Background: an optimization exercise with open tools, aiming at small area. Do not read the settings as production practice. Only simulation tests tie the RTL to the original design; equivalence was not proved. No activity file was given, so power comes from the tool's default toggle rates. The clock port is modelled as an ideal driver; clocking choices that lean on that would not hold on a real chip.

==> run a <==
==> flow/design.v <==
`default_nettype none
package isaPkg;
	typedef logic [4:0] regAddrT;  
	typedef logic [31:0] wordT;  
endpackage
`default_nettype wire
`default_nettype none
package uarchPkg;
	localparam int addrWidth = 9;  
	typedef enum logic [2:0] {
		clsAlu,  
		clsLui,  
		clsShift,  
		clsLw,  
		clsSw  
	} clsT;
endpackage
`default_nettype wire
`default_nettype none
module alu (
	input logic [2:0] fn,  
	input logic a,
	input logic b,
	input logic cin,
	output logic sum,  
	output logic cout,
	output logic lt,  
	output logic res  
);
	logic isSub;
	logic bx;
	assign isSub = fn == 3'd1 || fn[2:1] == 2'b11;
	assign bx = b ^ isSub;
	assign sum = a ^ bx ^ cin;
	assign cout = (a & bx) | (a & cin) | (bx & cin);
	assign lt = fn[0] ? ~cout : ((a ^ b) ? a : sum);
	always_comb begin
		case (fn)
			3'd0, 3'd1: res = sum;
			3'd2: res = a & b;
			3'd3: res = a | b;
			3'd4: res = a ^ b;
			3'd5: res = ~(a | b);
			default: res = 1'b0;
		endcase
	end
endmodule
`default_nettype wire
`default_nettype none
module registerFile (
	input logic CLK,
	input logic [4:0] rdAddrA,
	input logic [4:0] rdAddrB,
	input logic [4:0] wrAddr,
	input logic wrEn,
	input logic clear,  
	input logic wrBit,
	output logic rdBitA,
	output logic rdBitB
);
	logic [31:0] head;  
	assign head[0] = 1'b0;
	for (genvar k = 1; k < 32; k++) begin : g_reg
		logic [31:0] q;
		logic we;
		assign we = clear || (wrEn && wrAddr == 5'(k));
		assign head[k] = q[0];
		always_ff @(posedge CLK) begin
			q <= {we ? (wrBit && !clear) : q[0], q[31:1]};
		end
	end
	assign rdBitA = head[rdAddrA];
	assign rdBitB = head[rdAddrB];
endmodule
`default_nettype wire
`default_nettype none
module mipsCore (
	input logic CLK,
	input logic reset,
	output logic stb,
	output logic we,
	output logic [6:0] adrWord,  
	output logic [31:0] datW,
	input logic ack,
	input logic [31:0] datR
);
	typedef enum logic [2:0] {
		sClear,  
		sFetch,
		sWait1,  
		sLap1,
		sMem,  
		sWait2,  
		sLap2,
		sFix  
	} stateT;
	stateT state;
	stateT nextState;
	logic [4:0] phase;
	logic ph0;
	logic ph31;
	logic [6:0] pc;
	logic [31:0] w;  
	logic [6:0] t;  
	logic c;  
	uarchPkg::clsT cls;
	logic [2:0] fn;  
	logic immB;  
	logic zext;
	logic [4:0] rs;
	logic [4:0] rt;
	logic [4:0] dst;
	uarchPkg::clsT dCls;
	logic [2:0] dFn;
	logic dImmB;
	logic dZext;
	logic dNop;
	always_comb begin
		dCls = uarchPkg::clsAlu;
		dFn = 3'd0;
		dImmB = 1'b1;
		dZext = 1'b0;
		dNop = 1'b0;
		case (datR[31:26])
			6'b000000: begin
				dImmB = 1'b0;
				case (datR[5:0])
					6'b100000, 6'b100001: dFn = 3'd0;
					6'b100010, 6'b100011: dFn = 3'd1;
					6'b100100: dFn = 3'd2;
					6'b100101: dFn = 3'd3;
					6'b100110: dFn = 3'd4;
					6'b100111: dFn = 3'd5;
					6'b101010: dFn = 3'd6;
					6'b101011: dFn = 3'd7;
					6'b000100: begin
						dCls = uarchPkg::clsShift;
						dFn = 3'd0;
					end
					6'b000110: begin
						dCls = uarchPkg::clsShift;
						dFn = 3'd1;
					end
					6'b000111: begin
						dCls = uarchPkg::clsShift;
						dFn = 3'd2;
					end
					default: dNop = 1'b1;
				endcase
			end
			6'b001000, 6'b001001: dFn = 3'd0;
			6'b001010: dFn = 3'd6;
			6'b001011: dFn = 3'd7;
			6'b001100: begin
				dFn = 3'd2;
				dZext = 1'b1;
			end
			6'b001101: begin
				dFn = 3'd3;
				dZext = 1'b1;
			end
			6'b001110: begin
				dFn = 3'd4;
				dZext = 1'b1;
			end
			6'b001111: dCls = uarchPkg::clsLui;
			6'b100011: dCls = uarchPkg::clsLw;
			6'b101011: dCls = uarchPkg::clsSw;
			default: dNop = 1'b1;
		endcase
	end
	assign ph0 = phase == 5'd0;
	assign ph31 = phase == 5'd31;
	always_ff @(posedge CLK) begin
		if (reset) begin
			phase <= '0;
			state <= sClear;
			pc <= '0;
		end else begin
			phase <= phase + 5'd1;
			state <= nextState;
			if (state == sFetch && ack) pc <= pc + 7'd1;
		end
	end
	always_ff @(posedge CLK) begin
		if (state == sFetch && ack) begin
			cls <= dCls;
			fn <= dFn;
			immB <= dImmB;
			zext <= dZext;
			rs <= datR[25:21];
			rt <= datR[20:16];
			dst <= (datR[31:26] == 6'b000000) ? datR[15:11] : datR[20:16];
		end
	end
	logic rdA;
	logic rdB;
	logic bSrc;
	logic cin;
	logic sum;
	logic cout;
	logic lt;
	logic aluRes;
	logic wrEn;
	logic wrBit;
	logic isShift;
	logic isMem;
	logic isSlt;
	logic sll;
	logic cmp;
	logic [4:0] sAmt;
	logic [4:0] tapIdx;
	logic wShift;
	logic wIn;
	logic tShift;
	assign isShift = cls == uarchPkg::clsShift;
	assign isMem = cls == uarchPkg::clsLw || cls == uarchPkg::clsSw;
	assign isSlt = cls == uarchPkg::clsAlu && fn[2:1] == 2'b11;
	assign sll = isShift && fn[1:0] == 2'd0;
	assign bSrc = immB ? (w[0] && !(zext && phase[4])) : rdB;
	assign cin = ph0 ? (fn == 3'd1 || fn[2:1] == 2'b11) : c;
	alu i_alu (
		.fn(isMem ? 3'd0 : fn),
		.a(rdA),
		.b(bSrc),
		.cin(cin),
		.sum(sum),
		.cout(cout),
		.lt(lt),
		.res(aluRes)
	);
	assign sAmt = t[6:2];
	assign cmp = (sll ? phase : ~phase) >= sAmt;
	assign tapIdx = (isShift && !sll) ? sAmt : 5'd0;
	always_comb begin
		wrEn = 1'b0;
		wrBit = 1'b0;
		wShift = 1'b0;
		wIn = w[0];
		tShift = 1'b0;
		case (state)
			sLap1: begin
				case (cls)
					uarchPkg::clsAlu: begin
						wrEn = 1'b1;
						wrBit = aluRes;
						wShift = !(phase[4] || phase[3:0] == 4'hF);
					end
					uarchPkg::clsLui: begin
						wrEn = 1'b1;
						wrBit = phase[4] && w[0];
						wShift = phase[4];
					end
					uarchPkg::clsShift: begin
						wShift = 1'b1;
						wIn = rdB;
						tShift = phase < 5'd5;
					end
					uarchPkg::clsLw: begin
						wShift = 1'b1;
						tShift = phase >= 5'd2;
					end
					default: begin  
						wShift = 1'b1;
						wIn = rdB;
						tShift = phase >= 5'd2 && phase <= 5'd8;
					end
				endcase
			end
			sLap2: begin
				wrEn = 1'b1;
				if (cls == uarchPkg::clsLw) begin
					wShift = 1'b1;
					wrBit = w[0];
				end else begin
					wShift = !sll || cmp;
					wrBit = cmp ? w[tapIdx] : (fn[1] && c);
				end
			end
			sFix: begin
				wrEn = 1'b1;
				wrBit = c;
			end
			default: ;
		endcase
	end
	always_ff @(posedge CLK) begin
		if (stb && ack) begin
			w <= datR;
		end else if (wShift) begin
			w <= {wIn, w[31:1]};
		end
		if (tShift) t <= {isShift ? rdA : sum, t[6:1]};
		if (state == sLap1) begin
			if (isShift) c <= rdB;  
			else if (ph31 && isSlt) c <= lt;
			else c <= cout;
		end
	end
	registerFile i_registerFile (
		.CLK(CLK),
		.rdAddrA(rs),
		.rdAddrB(rt),
		.wrAddr(dst),
		.wrEn(wrEn),
		.clear(state == sClear),
		.wrBit(wrBit),
		.rdBitA(rdA),
		.rdBitB(rdB)
	);
	always_comb begin
		nextState = state;
		case (state)
			sClear: if (ph31) nextState = sFetch;
			sFetch: if (ack && !dNop) nextState = sWait1;
			sWait1: if (ph31) nextState = sLap1;
			sLap1: begin
				if (cls == uarchPkg::clsLw) begin
					if (phase == 5'd8) nextState = sMem;
				end else if (ph31) begin
					if (cls == uarchPkg::clsSw) nextState = sMem;
					else if (isShift) nextState = sLap2;
					else if (isSlt) nextState = sFix;
					else nextState = sFetch;
				end
			end
			sMem: if (ack) nextState = (cls == uarchPkg::clsLw) ? sWait2 : sFetch;
			sWait2: if (ph31) nextState = sLap2;
			sLap2: if (ph31) nextState = sFetch;
			default: nextState = sFetch;  
		endcase
	end
	assign stb = state == sFetch || state == sMem;
	assign we = state == sMem && cls == uarchPkg::clsSw;
	assign adrWord = (state == sMem) ? t : pc;
	assign datW = w;
endmodule
`default_nettype wire
`timescale 1ns/1ns
`default_nettype none
module mipsCoreTop (
	input logic CLK,
	input logic reset,
	output logic wb_cyc_o,
	output logic wb_stb_o,
	output logic wb_we_o,
	output logic [8:0] wb_adr_o,
	output logic [31:0] wb_dat_o,
	input logic wb_ack_i,
	input logic [31:0] wb_dat_i
);
	logic stb;
	logic [6:0] adrWord;
	assign wb_cyc_o = stb;
	assign wb_stb_o = stb;
	assign wb_adr_o = {adrWord, 2'b00};
	mipsCore i_mipsCore (
		.CLK(CLK),
		.reset(reset),
		.stb(stb),
		.we(wb_we_o),
		.adrWord(adrWord),
		.datW(wb_dat_o),
		.ack(wb_ack_i),
		.datR(wb_dat_i)
	);
endmodule
`default_nettype wire
==> flow/run.sh <==
#!/bin/bash
# synth_recipe.tcl (not shown) runs the flow's synth.tcl, then flattens the netlist and writes it again
# the make line also repeats each setting of config.mk as NAME=value (left out here)
make -C /OpenROAD-flow-scripts/flow DESIGN_CONFIG=/design/flow/config.mk WORK_HOME=/design/flow/orfs CLKGATE_MAP_FILE= SYNTH_SCRIPT=/design/flow/synth_recipe.tcl finish
==> flow/config.mk <==
export PLATFORM = sky130hd
export DESIGN_NAME = mipsCoreTop
export DESIGN_NICKNAME = mipsCoreTop
export VERILOG_FILES = /design/flow/design.v
export SDC_FILE = /design/flow/constraint.sdc
export NUM_CORES = 4
export LEC_CHECK = 0
export CAP_MARGIN = 20
export CORE_MARGIN = 2
export CORE_UTILIZATION = 40
export SLEW_MARGIN = 20
==> flow/constraint.sdc <==
create_clock -name core_clock -period 10.0 [get_ports {CLK}]
set_input_delay 2.0000 -clock core_clock [delete_from_list [all_inputs] [get_ports {CLK}]]
set_output_delay 2.0000 -clock core_clock [all_outputs]
set_load 0.01 [all_outputs]
==> run b (differences from run a) <==
--- a/flow/design.v
+++ b/flow/design.v
@@ -61,3 +61,13 @@
 	logic [31:0] head;  
+	logic [3:0] selHi;  
+	logic [7:0] selLo;  
+	logic bitIn;
 	assign head[0] = 1'b0;
+	assign bitIn = wrBit && !clear;
+	for (genvar i = 0; i < 4; i++) begin : g_hi
+		assign selHi[i] = clear || (wrEn && wrAddr[4:3] == 2'(i));
+	end
+	for (genvar i = 0; i < 8; i++) begin : g_lo
+		assign selLo[i] = clear || wrAddr[2:0] == 3'(i);
+	end
 	for (genvar k = 1; k < 32; k++) begin : g_reg
@@ -65,6 +75,6 @@
 		logic we;
-		assign we = clear || (wrEn && wrAddr == 5'(k));
+		assign we = selHi[k / 8] && selLo[k % 8];
 		assign head[k] = q[0];
 		always_ff @(posedge CLK) begin
-			q <= {we ? (wrBit && !clear) : q[0], q[31:1]};
+			q <= {we ? bitIn : q[0], q[31:1]};
 		end
@@ -105,2 +115,3 @@
 	logic c;  
+	logic [4:0] k;
 	uarchPkg::clsT cls;
@@ -186,6 +197,9 @@
 		if (state == sFetch && ack) begin
-			cls <= dCls;
-			fn <= dFn;
-			immB <= dImmB;
-			zext <= dZext;
+			case (dCls)
+				uarchPkg::clsAlu: k <= {1'b0, dImmB, dFn};
+				uarchPkg::clsLui: k <= 5'b01101;
+				uarchPkg::clsShift: k <= {2'b10, dFn};
+				uarchPkg::clsLw: k <= 5'b11000;
+				default: k <= 5'b11001;
+			endcase
 			rs <= datR[25:21];
@@ -199,2 +213,3 @@
 	logic cin;
+	logic [2:0] aluFn;
 	logic sum;
@@ -215,2 +230,13 @@
 	logic tShift;
+	assign fn = k[2:0];
+	assign immB = k[4] || k[3];
+	assign zext = k[3] && (k[2:0] == 3'd2 || k[2:0] == 3'd3 || k[2:0] == 3'd4);
+	always_comb begin
+		case (k[4:3])
+			2'd0: cls = uarchPkg::clsAlu;
+			2'd1: cls = (k[2:0] == 3'd5) ? uarchPkg::clsLui : uarchPkg::clsAlu;
+			2'd2: cls = uarchPkg::clsShift;
+			default: cls = k[0] ? uarchPkg::clsSw : uarchPkg::clsLw;
+		endcase
+	end
 	assign isShift = cls == uarchPkg::clsShift;
@@ -220,5 +246,6 @@
 	assign bSrc = immB ? (w[0] && !(zext && phase[4])) : rdB;
-	assign cin = ph0 ? (fn == 3'd1 || fn[2:1] == 2'b11) : c;
+	assign aluFn = isMem ? 3'd0 : fn;
+	assign cin = ph0 ? (aluFn == 3'd1 || aluFn[2:1] == 2'b11) : c;
 	alu i_alu (
-		.fn(isMem ? 3'd0 : fn),
+		.fn(aluFn),
 		.a(rdA),
==> flow/flow/run.sh (new file) <==
#!/bin/bash
# Standard layout with these changes: the clock tree uses clkbuf_8 buffers
# with sinks clustered in groups of up to 21 without dummy loads, the port
# buffers are the smallest buffer cell, and after global routing the resizer
# downsizes cells on paths with positive slack.
set -euo pipefail
bash standard.sh \
	CTS_ARGS="-sink_clustering_enable -repair_clock_nets -dont_use_dummy_load -sink_clustering_size 21 -sink_clustering_max_diameter 55 -buf_list sky130_fd_sc_hd__clkbuf_8" \
	BUFFER_PORTS_ARGS="-buffer_cell sky130_fd_sc_hd__buf_1" \
	RECOVER_POWER=100 \
	finish > flow_make.log 2>&1
==> flow/standard.sh (new file) <==
#!/bin/bash
# synth_recipe.tcl (not shown) runs the flow's synth.tcl, then flattens the netlist and writes it again
# the make line also repeats each setting of config.mk as NAME=value (left out here)
make -C /OpenROAD-flow-scripts/flow DESIGN_CONFIG=/design/flow/config.mk WORK_HOME=/design/flow/orfs CLKGATE_MAP_FILE= SYNTH_SCRIPT=/design/flow/synth_recipe.tcl "${@:-finish}"
removed: flow/run.sh
==> run c (differences from run a) <==
--- a/flow/design.v
+++ b/flow/design.v
@@ -61,3 +61,13 @@
 	logic [31:0] head;  
+	logic [3:0] selHi;  
+	logic [7:0] selLo;  
+	logic bitIn;
 	assign head[0] = 1'b0;
+	assign bitIn = wrBit && !clear;
+	for (genvar i = 0; i < 4; i++) begin : g_hi
+		assign selHi[i] = clear || (wrEn && wrAddr[4:3] == 2'(i));
+	end
+	for (genvar i = 0; i < 8; i++) begin : g_lo
+		assign selLo[i] = clear || wrAddr[2:0] == 3'(i);
+	end
 	for (genvar k = 1; k < 32; k++) begin : g_reg
@@ -65,6 +75,6 @@
 		logic we;
-		assign we = clear || (wrEn && wrAddr == 5'(k));
+		assign we = selHi[k / 8] && selLo[k % 8];
 		assign head[k] = q[0];
 		always_ff @(posedge CLK) begin
-			q <= {we ? (wrBit && !clear) : q[0], q[31:1]};
+			q <= {we ? bitIn : q[0], q[31:1]};
 		end
@@ -105,2 +115,3 @@
 	logic c;  
+	logic [4:0] k;
 	uarchPkg::clsT cls;
@@ -186,6 +197,9 @@
 		if (state == sFetch && ack) begin
-			cls <= dCls;
-			fn <= dFn;
-			immB <= dImmB;
-			zext <= dZext;
+			case (dCls)
+				uarchPkg::clsAlu: k <= {1'b0, dImmB, dFn};
+				uarchPkg::clsLui: k <= 5'b01101;
+				uarchPkg::clsShift: k <= {2'b10, dFn};
+				uarchPkg::clsLw: k <= 5'b11000;
+				default: k <= 5'b11001;
+			endcase
 			rs <= datR[25:21];
@@ -199,2 +213,3 @@
 	logic cin;
+	logic [2:0] aluFn;
 	logic sum;
@@ -215,2 +230,13 @@
 	logic tShift;
+	assign fn = k[2:0];
+	assign immB = k[4] || k[3];
+	assign zext = k[3] && (k[2:0] == 3'd2 || k[2:0] == 3'd3 || k[2:0] == 3'd4);
+	always_comb begin
+		case (k[4:3])
+			2'd0: cls = uarchPkg::clsAlu;
+			2'd1: cls = (k[2:0] == 3'd5) ? uarchPkg::clsLui : uarchPkg::clsAlu;
+			2'd2: cls = uarchPkg::clsShift;
+			default: cls = k[0] ? uarchPkg::clsSw : uarchPkg::clsLw;
+		endcase
+	end
 	assign isShift = cls == uarchPkg::clsShift;
@@ -220,5 +246,6 @@
 	assign bSrc = immB ? (w[0] && !(zext && phase[4])) : rdB;
-	assign cin = ph0 ? (fn == 3'd1 || fn[2:1] == 2'b11) : c;
+	assign aluFn = isMem ? 3'd0 : fn;
+	assign cin = ph0 ? (aluFn == 3'd1 || aluFn[2:1] == 2'b11) : c;
 	alu i_alu (
-		.fn(isMem ? 3'd0 : fn),
+		.fn(aluFn),
 		.a(rdA),
==> flow/flow/run.sh (new file) <==
#!/bin/bash
# Standard layout with two changes: clock tree sinks clustered into larger
# groups without dummy loads, and port buffers of the smallest buffer cell.
set -euo pipefail
bash standard.sh \
	CTS_ARGS="-sink_clustering_enable -repair_clock_nets -dont_use_dummy_load -sink_clustering_size 35 -sink_clustering_max_diameter 70" \
	BUFFER_PORTS_ARGS="-buffer_cell sky130_fd_sc_hd__buf_1" \
	finish > flow_make.log 2>&1
==> flow/standard.sh (new file) <==
#!/bin/bash
# synth_recipe.tcl (not shown) runs the flow's synth.tcl, then flattens the netlist and writes it again
# the make line also repeats each setting of config.mk as NAME=value (left out here)
make -C /OpenROAD-flow-scripts/flow DESIGN_CONFIG=/design/flow/config.mk WORK_HOME=/design/flow/orfs CLKGATE_MAP_FILE= SYNTH_SCRIPT=/design/flow/synth_recipe.tcl "${@:-finish}"
removed: flow/run.sh
==> run d (differences from run a) <==
==> flow/design.v, changed modules only <==
module registerFile (
	input logic CLK,
	input logic [4:0] rdAddrA,
	input logic [4:0] rdAddrB,
	input logic [4:0] wrAddr,
	input logic wrEn,
	input logic clear,  
	input logic wrBit,
	output logic rdBitA,
	output logic rdBitB
);
	logic [31:0] head;  
	logic [3:0] selHi;  
	logic [7:0] selLo;  
	logic bitIn;
	assign head[0] = 1'b0;
	assign bitIn = wrBit && !clear;
	for (genvar i = 0; i < 4; i++) begin : g_hi
		assign selHi[i] = clear || (wrEn && wrAddr[4:3] == 2'(i));
	end
	for (genvar i = 0; i < 8; i++) begin : g_lo
		assign selLo[i] = clear || wrAddr[2:0] == 3'(i);
	end
	for (genvar k = 1; k < 32; k++) begin : g_reg
		logic [31:0] q;
		logic we;
		assign we = selHi[k / 8] && selLo[k % 8];
		assign head[k] = q[0];
		always_ff @(posedge CLK) begin
			q <= {we ? bitIn : q[0], q[31:1]};
		end
	end
	assign rdBitA = head[rdAddrA];
	assign rdBitB = head[rdAddrB];
endmodule
module mipsCore (
	input logic CLK,
	input logic reset,
	output logic stb,
	output logic we,
	output logic [6:0] adrWord,  
	output logic [31:0] datW,
	input logic ack,
	input logic [31:0] datR
);
	typedef enum logic [2:0] {
		sClear,  
		sFetch,
		sWait1,  
		sLap1,
		sMem,  
		sWait2,  
		sLap2,
		sFix  
	} stateT;
	stateT state;
	stateT nextState;
	logic [4:0] phase;
	logic ph0;
	logic ph31;
	logic [6:0] pc;
	logic [31:0] w;  
	logic [6:0] t;  
	logic c;  
	logic [4:0] k;
	uarchPkg::clsT cls;
	logic [2:0] fn;  
	logic immB;  
	logic zext;
	logic [4:0] rs;
	logic [4:0] rt;
	logic [4:0] dst;
	uarchPkg::clsT dCls;
	logic [2:0] dFn;
	logic dImmB;
	logic dZext;
	logic dNop;
	always_comb begin
		dCls = uarchPkg::clsAlu;
		dFn = 3'd0;
		dImmB = 1'b1;
		dZext = 1'b0;
		dNop = 1'b0;
		case (datR[31:26])
			6'b000000: begin
				dImmB = 1'b0;
				case (datR[5:0])
					6'b100000, 6'b100001: dFn = 3'd0;
					6'b100010, 6'b100011: dFn = 3'd1;
					6'b100100: dFn = 3'd2;
					6'b100101: dFn = 3'd3;
					6'b100110: dFn = 3'd4;
					6'b100111: dFn = 3'd5;
					6'b101010: dFn = 3'd6;
					6'b101011: dFn = 3'd7;
					6'b000100: begin
						dCls = uarchPkg::clsShift;
						dFn = 3'd0;
					end
					6'b000110: begin
						dCls = uarchPkg::clsShift;
						dFn = 3'd1;
					end
					6'b000111: begin
						dCls = uarchPkg::clsShift;
						dFn = 3'd2;
					end
					default: dNop = 1'b1;
				endcase
			end
			6'b001000, 6'b001001: dFn = 3'd0;
			6'b001010: dFn = 3'd6;
			6'b001011: dFn = 3'd7;
			6'b001100: begin
				dFn = 3'd2;
				dZext = 1'b1;
			end
			6'b001101: begin
				dFn = 3'd3;
				dZext = 1'b1;
			end
			6'b001110: begin
				dFn = 3'd4;
				dZext = 1'b1;
			end
			6'b001111: dCls = uarchPkg::clsLui;
			6'b100011: dCls = uarchPkg::clsLw;
			6'b101011: dCls = uarchPkg::clsSw;
			default: dNop = 1'b1;
		endcase
	end
	assign ph0 = phase == 5'd0;
	assign ph31 = phase == 5'd31;
	always_ff @(posedge CLK) begin
		if (reset) begin
			phase <= '0;
			state <= sClear;
			pc <= '0;
		end else begin
			phase <= phase + 5'd1;
			state <= nextState;
			if (state == sFetch && ack) pc <= pc + 7'd1;
		end
	end
	always_ff @(posedge CLK) begin
		if (state == sFetch && ack) begin
			case (dCls)
				uarchPkg::clsAlu: k <= {1'b0, dImmB, dFn};
				uarchPkg::clsLui: k <= 5'b01101;
				uarchPkg::clsShift: k <= {2'b10, dFn};
				uarchPkg::clsLw: k <= 5'b11000;
				default: k <= 5'b11001;
			endcase
			rs <= datR[25:21];
			rt <= datR[20:16];
			dst <= (datR[31:26] == 6'b000000) ? datR[15:11] : datR[20:16];
		end
	end
	logic rdA;
	logic rdB;
	logic bSrc;
	logic cin;
	logic [2:0] aluFn;
	logic sum;
	logic cout;
	logic lt;
	logic aluRes;
	logic wrEn;
	logic wrBit;
	logic isShift;
	logic isMem;
	logic isSlt;
	logic sll;
	logic cmp;
	logic [4:0] sAmt;
	logic [2:0] lag;  
	logic [1:0] tapSel;  
	logic srlWait;
	logic tapBit;
	logic wShift;
	logic wIn;
	logic tShift;
	assign fn = k[2:0];
	assign immB = k[4] || k[3];
	assign zext = k[3] && (k[2:0] == 3'd2 || k[2:0] == 3'd3 || k[2:0] == 3'd4);
	always_comb begin
		case (k[4:3])
			2'd0: cls = uarchPkg::clsAlu;
			2'd1: cls = (k[2:0] == 3'd5) ? uarchPkg::clsLui : uarchPkg::clsAlu;
			2'd2: cls = uarchPkg::clsShift;
			default: cls = k[0] ? uarchPkg::clsSw : uarchPkg::clsLw;
		endcase
	end
	assign isShift = cls == uarchPkg::clsShift;
	assign isMem = cls == uarchPkg::clsLw || cls == uarchPkg::clsSw;
	assign isSlt = cls == uarchPkg::clsAlu && fn[2:1] == 2'b11;
	assign sll = isShift && fn[1:0] == 2'd0;
	assign bSrc = immB ? (w[0] && !(zext && phase[4])) : rdB;
	assign aluFn = isMem ? 3'd0 : fn;
	assign cin = ph0 ? (aluFn == 3'd1 || aluFn[2:1] == 2'b11) : c;
	alu i_alu (
		.fn(aluFn),
		.a(rdA),
		.b(bSrc),
		.cin(cin),
		.sum(sum),
		.cout(cout),
		.lt(lt),
		.res(aluRes)
	);
	assign sAmt = t[6:2];
	assign cmp = (sll ? phase : ~phase) >= sAmt;
	assign lag = 3'd0 - sAmt[2:0];
	assign tapSel = sAmt[4:3] + 2'(sAmt[2:0] != 3'd0);
	assign srlWait = phase[4:3] == 2'd0 && phase[2:0] < lag;
	assign tapBit = cmp ? w[sll ? 5'd0 : {tapSel, 3'b000}] : (fn[1] && c);
	always_comb begin
		wrEn = 1'b0;
		wrBit = 1'b0;
		wShift = 1'b0;
		wIn = w[0];
		tShift = 1'b0;
		case (state)
			sLap1: begin
				case (cls)
					uarchPkg::clsAlu: begin
						wrEn = 1'b1;
						wrBit = aluRes;
						wShift = !(phase[4] || phase[3:0] == 4'hF);
					end
					uarchPkg::clsLui: begin
						wrEn = 1'b1;
						wrBit = phase[4] && w[0];
						wShift = phase[4];
					end
					uarchPkg::clsShift: begin
						wShift = 1'b1;
						wIn = rdB;
						tShift = phase < 5'd5;
					end
					uarchPkg::clsLw: begin
						wShift = 1'b1;
						tShift = phase >= 5'd2;
					end
					default: begin  
						wShift = 1'b1;
						wIn = rdB;
						tShift = phase >= 5'd2 && phase <= 5'd8;
					end
				endcase
			end
			sLap2: begin
				wrEn = 1'b1;
				if (cls == uarchPkg::clsLw) begin
					wShift = 1'b1;
					wrBit = w[0];
				end else if (sll) begin
					wShift = cmp;
					wrBit = tapBit;
				end else begin
					wrEn = !srlWait;
					wShift = !srlWait;
					wrBit = tapBit;
				end
			end
			sFix: begin
				wrEn = 1'b1;
				wShift = 1'b1;
				wrBit = isShift ? tapBit : c;
			end
			default: ;
		endcase
	end
	always_ff @(posedge CLK) begin
		if (stb && ack) begin
			w <= datR;
		end else if (wShift) begin
			w <= {wIn, w[31:1]};
		end
		if (tShift) t <= {isShift ? rdA : sum, t[6:1]};
		if (state == sLap1) begin
			if (isShift) c <= rdB;  
			else if (ph31 && isSlt) c <= lt;
			else c <= cout;
		end
	end
	registerFile i_registerFile (
		.CLK(CLK),
		.rdAddrA(rs),
		.rdAddrB(rt),
		.wrAddr(dst),
		.wrEn(wrEn),
		.clear(state == sClear),
		.wrBit(wrBit),
		.rdBitA(rdA),
		.rdBitB(rdB)
	);
	always_comb begin
		nextState = state;
		case (state)
			sClear: if (ph31) nextState = sFetch;
			sFetch: if (ack && !dNop) nextState = sWait1;
			sWait1: if (ph31) nextState = sLap1;
			sLap1: begin
				if (cls == uarchPkg::clsLw) begin
					if (phase == 5'd8) nextState = sMem;
				end else if (ph31) begin
					if (cls == uarchPkg::clsSw) nextState = sMem;
					else if (isShift) nextState = sLap2;
					else if (isSlt) nextState = sFix;
					else nextState = sFetch;
				end
			end
			sMem: if (ack) nextState = (cls == uarchPkg::clsLw) ? sWait2 : sFetch;
			sWait2: if (ph31) nextState = sLap2;
			sLap2: if (ph31) nextState = (isShift && !sll && lag != 3'd0) ? sFix : sFetch;
			default: if (!isShift || phase[2:0] == lag - 3'd1) nextState = sFetch;  
		endcase
	end
	assign stb = state == sFetch || state == sMem;
	assign we = state == sMem && cls == uarchPkg::clsSw;
	assign adrWord = (state == sMem) ? t : pc;
	assign datW = w;
endmodule
==> flow/flow/run.sh (new file) <==
#!/bin/bash
# Standard layout with these changes: 55% core utilization, synthesis maps
# logic for area
# (flow/synth_area.tcl, which wraps the standard flow's own synthesis script), the clock
# tree uses clkbuf_8 buffers with sinks clustered in groups of up to 21
# without dummy loads, and the port buffers are the smallest buffer cell.
set -euo pipefail
here=$(pwd)
export FLOW_STD_SYNTH="$here/synth_recipe.tcl"
bash standard.sh \
	CORE_UTILIZATION=55 \
	SYNTH_SCRIPT="$here/flow/synth_area.tcl" \
	CTS_ARGS="-sink_clustering_enable -repair_clock_nets -dont_use_dummy_load -sink_clustering_size 21 -sink_clustering_max_diameter 70 -buf_list sky130_fd_sc_hd__clkbuf_8" \
	BUFFER_PORTS_ARGS="-buffer_cell sky130_fd_sc_hd__buf_1" \
	finish > flow_make.log 2>&1
==> flow/flow/synth_area.tcl (new file) <==
# The standard synthesis script with one change: ABC maps the logic with
# its area-oriented mapper (amap) instead of the speed script, without the
# delay target and the driver/load constraints. Registers are mapped before
# ABC runs, so they are the same as in the standard synthesis.
proc abc {args} {
  set keep {}
  set skip 0
  foreach a $args {
    if {$skip} { set skip 0; continue }
    if {$a eq "-script" || $a eq "-D" || $a eq "-constr"} { set skip 1; continue }
    lappend keep $a
  }
  yosys abc -script "+strash;ifraig;scorr;dc2;dc2;strash;dch,-f;amap,-A,8,-F,2" {*}$keep
}
source $::env(FLOW_STD_SYNTH)
==> flow/standard.sh (new file) <==
#!/bin/bash
# synth_recipe.tcl (not shown) runs the flow's synth.tcl, then flattens the netlist and writes it again
# the make line also repeats each setting of config.mk as NAME=value (left out here)
make -C /OpenROAD-flow-scripts/flow DESIGN_CONFIG=/design/flow/config.mk WORK_HOME=/design/flow/orfs CLKGATE_MAP_FILE= SYNTH_SCRIPT=/design/flow/synth_recipe.tcl "${@:-finish}"
removed: flow/run.sh
==> comparison <==
Setup slack: run a is lower than run c (0.29 ns).
Against run d, the flip-flop and latch count of run a is higher by 3.
Die area: run a is higher than run d (about 40%).
In run d the clock power is smaller than in run a, by 55%.
The lowest global-route usage belongs to run c, the highest to run d.
Run c completed without violations. Run d passed the timing, design-rule and antenna checks. Run b finished with capacitance limit, slew limit left. Run a passed the timing, design-rule and antenna checks.

-- static timing again, ports no longer ideal --
In the flow no input, the clock included, has a driving cell. The finished layouts below were timed again as built, in two steps.
Step 1 sets driving cells, clkbuf_16 on the clock port and buf_2 on the other inputs (assumed; they add their load-dependent delay and slew).
Step 2 also shifts input and output timing later by t, the mid clock arrival at the registers, as if the neighbouring blocks saw the same clock.
Slacks: ideal ports / drivers / drivers and shift; pairs: ideal ports / drivers.
run	t, ns	setup slack, ns	worst setup path at the end	worst register clock-pin slew, ns	pins driven straight from the clock port
run a	0.669	5.218 / 5.158 / 5.481	input to register	0.07 / 0.07	1
run b	0.713	4.607 / 4.607 / 4.607	register to register	0.12 / 0.12	1
run c	0.621	5.507 / 5.507 / 5.507	register to register	0.12 / 0.12	1
run d	0.709	5.264 / 5.211 / 4.875	input to register	0.12 / 0.12	1
For run d, which loses most, drivers alone change the setup slack by -0.053 ns; drivers and shift together by -0.389 ns.
